This is an optimization exercise on Yosys and OpenROAD, whose aim is small area, a short achievable clock period and few clock cycles per item, not a production implementation. RTL that was checked went through simulation tests only; none was proved equivalent to the original.

Setup of xenon:
==> flow/design.v <==
module vvdiv #(
    parameter int VECTOR_SIZE = 16,
    parameter int INT_SIZE    = 16
) (
    input  logic                                  clock,
    input  logic                                  resetn,
    input  logic                                  in_valid,
    output logic                                  in_ready,
    input  logic [VECTOR_SIZE-1:0][INT_SIZE-1:0]  a,
    input  logic [VECTOR_SIZE-1:0][INT_SIZE-1:0]  x,
    output logic                                  out_valid,
    input  logic                                  out_ready,
    output logic [VECTOR_SIZE-1:0][INT_SIZE-1:0]  q,
    output logic [VECTOR_SIZE-1:0][INT_SIZE-1:0]  r,
    output logic [VECTOR_SIZE-1:0]                dz
);
    localparam int ITERS      = 1;
    localparam int LOAD_ITERS = 1;
    localparam int STEPS      = (INT_SIZE - LOAD_ITERS) / ITERS;
    localparam int CW         = $clog2(STEPS + 1);
    logic          busy;
    logic [CW-1:0] cnt;
    logic [VECTOR_SIZE-1:0][INT_SIZE-1:0] xr, rm, qa;
    assign in_ready = !busy && !out_valid;
    always_ff @(posedge clock or negedge resetn) begin
        if (!resetn) begin
            busy      <= 1'b0;
            cnt       <= '0;
            out_valid <= 1'b0;
        end else if (busy) begin
            cnt <= cnt - 1'b1;
            if (cnt == CW'(1)) begin
                busy      <= 1'b0;
                out_valid <= 1'b1;
            end
        end else if (out_valid) begin
            if (out_ready) out_valid <= 1'b0;
        end else begin
            busy      <= in_valid;
            cnt       <= CW'(STEPS);
            out_valid <= 1'b0;
        end
    end
    for (genvar i = 0; i < VECTOR_SIZE; i++) begin : g_lane
        logic [INT_SIZE-1:0] rem_ld, qa_ld, rem_it, qa_it;
        always_comb begin
            logic [INT_SIZE:0] trial, diff;
            rem_ld = '0;
            qa_ld  = a[i];
            for (int k = 0; k < LOAD_ITERS; k++) begin
                logic ge;
                trial  = {rem_ld, qa_ld[INT_SIZE-1]};
                ge     = (x[i] >> (k + 1)) == '0 && trial[LOAD_ITERS:0] >= {1'b0, x[i][LOAD_ITERS-1:0]};
                diff   = trial - {1'b0, x[i]};
                rem_ld = ge ? INT_SIZE'(diff[LOAD_ITERS-1:0]) : trial[INT_SIZE-1:0];
                qa_ld  = {qa_ld[INT_SIZE-2:0], ge};
            end
            rem_it = rm[i];
            qa_it  = qa[i];
            for (int k = 0; k < ITERS; k++) begin
                trial  = {rem_it, qa_it[INT_SIZE-1]};
                diff   = trial - {1'b0, xr[i]};
                rem_it = diff[INT_SIZE] ? trial[INT_SIZE-1:0] : diff[INT_SIZE-1:0];
                qa_it  = {qa_it[INT_SIZE-2:0], ~diff[INT_SIZE]};
            end
        end
        always_ff @(posedge clock) begin
            if (busy) begin
                rm[i] <= rem_it;
                qa[i] <= qa_it;
            end else if (in_ready) begin
                xr[i] <= x[i];
                rm[i] <= rem_ld;
                qa[i] <= qa_ld;
            end
        end
        assign q[i]  = qa[i];
        assign r[i]  = rm[i];
        assign dz[i] = xr[i] == '0;
    end
endmodule
Settings: LEC_CHECK=0, CAP_MARGIN=20, CORE_MARGIN=2, CORE_UTILIZATION=40, SLEW_MARGIN=20; clock period 8.0 ns.
run.sh (not shown) runs the stock make flow with config.mk's settings and CLKGATE_MAP_FILE= SYNTH_SCRIPT=/design/flow/synth_recipe.tcl, a recipe that flattens the netlist after the stock synthesis.
For maple, these inputs were changed with respect to xenon:
--- a/flow/design.v
+++ b/flow/design.v
@@ -15,6 +15,6 @@
     output logic [VECTOR_SIZE-1:0]                dz
 );
-    localparam int ITERS      = 1;
-    localparam int LOAD_ITERS = 1;
+    localparam int ITERS      = 2;
+    localparam int LOAD_ITERS = 2;
     localparam int STEPS      = (INT_SIZE - LOAD_ITERS) / ITERS;
     localparam int CW         = $clog2(STEPS + 1);
@@ -22,5 +22,5 @@
     logic [CW-1:0] cnt;
     logic [VECTOR_SIZE-1:0][INT_SIZE-1:0] xr, rm, qa;
-    assign in_ready = !busy && !out_valid;
+    assign in_ready = !busy && (!out_valid || out_ready);
     always_ff @(posedge clock or negedge resetn) begin
         if (!resetn) begin
@@ -34,7 +34,5 @@
                 out_valid <= 1'b1;
             end
-        end else if (out_valid) begin
-            if (out_ready) out_valid <= 1'b0;
-        end else begin
+        end else if (in_ready) begin
             busy      <= in_valid;
             cnt       <= CW'(STEPS);
Results
Comparing xenon and maple, the lower hold slack was measured on maple. Summary — shortest period the worst path allows, maple relative to xenon: higher, by 2.52 ns. Changes observed in maple relative to xenon: clock tree skew after final layout has decreased, horizontal die dimension moved up, buffer and inverter count on the worst path up 2.
Function was not checked in any run of this note: the RTL went through the layout flow alone.

---

run 2:
Another version of the RTL of vvdiv (not shown whole).
Size: roughly 790 flip-flops, ~1,000 I/O pins, ~48,000 µm² of cells after synthesis.
==> module vvdiv, before the edit <==
module vvdiv #(
    parameter int VECTOR_SIZE = 16,
    parameter int INT_SIZE    = 16
) (
    input  logic                                  clock,
    input  logic                                  resetn,
    input  logic                                  in_valid,
    output logic                                  in_ready,
    input  logic [VECTOR_SIZE-1:0][INT_SIZE-1:0]  a,
    input  logic [VECTOR_SIZE-1:0][INT_SIZE-1:0]  x,
    output logic                                  out_valid,
    input  logic                                  out_ready,
    output logic [VECTOR_SIZE-1:0][INT_SIZE-1:0]  q,
    output logic [VECTOR_SIZE-1:0][INT_SIZE-1:0]  r,
    output logic [VECTOR_SIZE-1:0]                dz
);
    localparam int ITERS      = 1;
    localparam int LOAD_ITERS = 4;
    localparam int STEPS      = (INT_SIZE - LOAD_ITERS) / ITERS;
    localparam int CW         = $clog2(STEPS + 1);
    logic          busy;
    logic [CW-1:0] cnt;
    logic [VECTOR_SIZE-1:0][INT_SIZE-1:0] xr, rm, qa;
    logic [VECTOR_SIZE-1:0] zr;
    logic idle;
    assign in_ready = idle;
    always_ff @(posedge clock or negedge resetn) begin
        if (!resetn) begin
            idle      <= 1'b1;
            busy      <= 1'b0;
            cnt       <= '0;
            out_valid <= 1'b0;
        end else if (busy) begin
            cnt <= cnt - 1'b1;
            if (cnt == CW'(1)) begin
                busy      <= 1'b0;
                out_valid <= 1'b1;
            end
        end else if (out_valid) begin
            if (out_ready) begin
                out_valid <= 1'b0;
                idle      <= 1'b1;
            end
        end else if (in_valid) begin
            idle <= 1'b0;
            busy <= 1'b1;
            cnt  <= CW'(STEPS);
        end
    end
    task automatic step(input logic [INT_SIZE-1:0] rv, input logic b,
                        input logic [INT_SIZE-1:0] xv,
                        output logic ge, output logic [INT_SIZE-1:0] rn);
        logic [INT_SIZE-1:0] t, g, p, c;
        t = {rv[INT_SIZE-2:0], b};
        g = t & ~xv;
        p = t | ~xv;
        g[0] = t[0] | ~xv[0];
        for (int l = 0; (1 << l) < INT_SIZE; l++) begin
            for (int j = 0; j < INT_SIZE; j++) begin
                if ((j >> l) & 1) begin
                    g[j] = g[j] | (p[j] & g[((j >> l) << l) - 1]);
                    p[j] = p[j] & p[((j >> l) << l) - 1];
                end
            end
        end
        c  = {g[INT_SIZE-2:0], 1'b1};
        ge = rv[INT_SIZE-1] | g[INT_SIZE-1];
        rn = ge ? (t ^ ~xv ^ c) : t;
    endtask
    for (genvar i = 0; i < VECTOR_SIZE; i++) begin : g_lane
        logic [INT_SIZE-1:0] rem_ld, qa_ld, rem_it, qa_it;
        always_comb begin
            logic [LOAD_ITERS-1:0] top, xs, qs, rs;
            top = a[i][INT_SIZE-1 -: LOAD_ITERS];
            xs  = x[i][LOAD_ITERS-1:0];
            qs  = xs == '0 ? '1 : top / xs;
            rs  = xs == '0 ? top : top % xs;
            if ((x[i] >> LOAD_ITERS) != '0) begin
                qs = '0;
                rs = top;
            end
            rem_ld = INT_SIZE'(rs);
            qa_ld  = {a[i][INT_SIZE-LOAD_ITERS-1:0], qs};
            rem_it = rm[i];
            qa_it  = qa[i];
            for (int k = 0; k < ITERS; k++) begin
                logic ge;
                step(rem_it, qa_it[INT_SIZE-1], xr[i], ge, rem_it);
                qa_it = {qa_it[INT_SIZE-2:0], ge};
            end
        end
        always_ff @(posedge clock) begin
            if (busy) begin
                rm[i] <= rem_it;
                qa[i] <= qa_it;
            end else if (idle) begin
                xr[i] <= x[i];
                zr[i] <= x[i] == '0;
                rm[i] <= rem_ld;
                qa[i] <= qa_ld;
            end
        end
        assign q[i]  = qa[i];
        assign r[i]  = rm[i];
        assign dz[i] = zr[i];
    end
endmodule
==> flow/config.mk <==
export PLATFORM = sky130hd
export DESIGN_NAME = vvdiv
export DESIGN_NICKNAME = vvdiv
export VERILOG_FILES = /design/flow/design.v
export SDC_FILE = /design/flow/constraint.sdc
export NUM_CORES = 4
export LEC_CHECK = 0
export ABC_AREA = 1
export CAP_MARGIN = 20
export CORE_MARGIN = 2
export CORE_UTILIZATION = 40
export SETUP_SLACK_MARGIN = 5.0
export SLEW_MARGIN = 20
==> flow/constraint.sdc <==
create_clock -name core_clock -period 8.0 [get_ports {clock}]
set_input_delay 1.6000 -clock core_clock [delete_from_list [all_inputs] [get_ports {clock}]]
set_output_delay 1.6000 -clock core_clock [all_outputs]
set_load 0.01 [all_outputs]
standard.sh (not shown) runs the stock make flow with config.mk's settings and CLKGATE_MAP_FILE= SYNTH_SCRIPT=/design/flow/synth_recipe.tcl, a recipe that flattens the netlist after the stock synthesis.
==> flow/flow/run.sh <==
#!/bin/bash
# The standard layout, with plain buffers on the ports instead of the delay
# buffers buffer_ports picks by default. Every port still gets its own buffer.
set -euo pipefail
export ADDER_MAP_FILE=
export BUFFER_PORTS_ARGS="-buffer_cell sky130_fd_sc_hd__buf_1"
bash standard.sh > standard.log 2>&1
Run 2 finished every stage and its layout cleared the timing, design-rule and antenna checks.
What run 3 does differently from run 2 at the input level:
--- a/flow/design.v
+++ b/flow/design.v
@@ -16,5 +16,5 @@
 );
     localparam int ITERS      = 1;
-    localparam int LOAD_ITERS = 4;
+    localparam int LOAD_ITERS = 3;
     localparam int STEPS      = (INT_SIZE - LOAD_ITERS) / ITERS;
     localparam int CW         = $clog2(STEPS + 1);
## What came out
Having completed the whole flow, run 3 delivered a layout that passed the timing, design-rule and antenna checks.
In the reports for run 2 and run 3, the smaller first-pass GRT wire length belongs to run 3.
Run 3 reports a higher setup slack than run 2 does.
x[66] as the origin of the worst setup path was reported by run 2, and qa[130] by run 3.
Diff run 2 -> run 3 | non-clock buffer count | down by more than 10%
Run 3 vs. run 2: total buffers and inverters traversed by the critical path lost 2; fraction of the core area covered by cells at the end of the flow lost 5.3 points.
Sequential share of layout area in run 3 is 4.8 points above run 2.
Summary of run 3 over run 2: worst slew margin relative to its limit dropped 6.5 points; design area dropped about 11%.
Testbench counts of run 3, summed over its fixed seeds: cycles 3,840, items 256.
For run 2, only the layout was checked, not whether the RTL still works.

[static timing again, ports no longer ideal]
No port has a modelled driver above. Below, the same layouts with a new extraction and two added sets of constraints.
Step 1, drivers: a clkbuf_16 drives clock and a buf_2 each remaining input, both assumed.
Step 2 also shifts input and output timing later by t, the mid clock arrival at the registers, as if the neighbouring blocks saw the same clock.
Slacks: ideal ports / drivers / drivers and shift; pairs: ideal ports / drivers.
run | shift t [ns] | setup WS [ns] | hold slack, ns | clock arrival spread, ns | worst register clock-pin slew, ns
xenon | 0.750 | 3.360 / 3.284 / 3.768 | 0.550 / 0.550 / 0.550 | 0.028 / 0.027 | 0.06 / 0.06
maple | 0.779 | 0.841 / 0.841 / 0.841 | 0.503 / 0.503 / 0.503 | 0.021 / 0.022 | 0.07 / 0.07
run 2 | 0.774 | 4.773 / 4.767 / 3.993 | 0.479 / 0.479 / 0.479 | 0.028 / 0.027 | 0.07 / 0.07
run 3 | 0.764 | 4.955 / 4.876 / 4.409 | 0.478 / 0.478 / 0.478 | 0.024 / 0.024 | 0.07 / 0.07
After both steps every run listed still meets setup and hold. The setup slack of run 2, which loses most, moves by -0.006 ns with the drivers and by -0.780 ns with both steps.
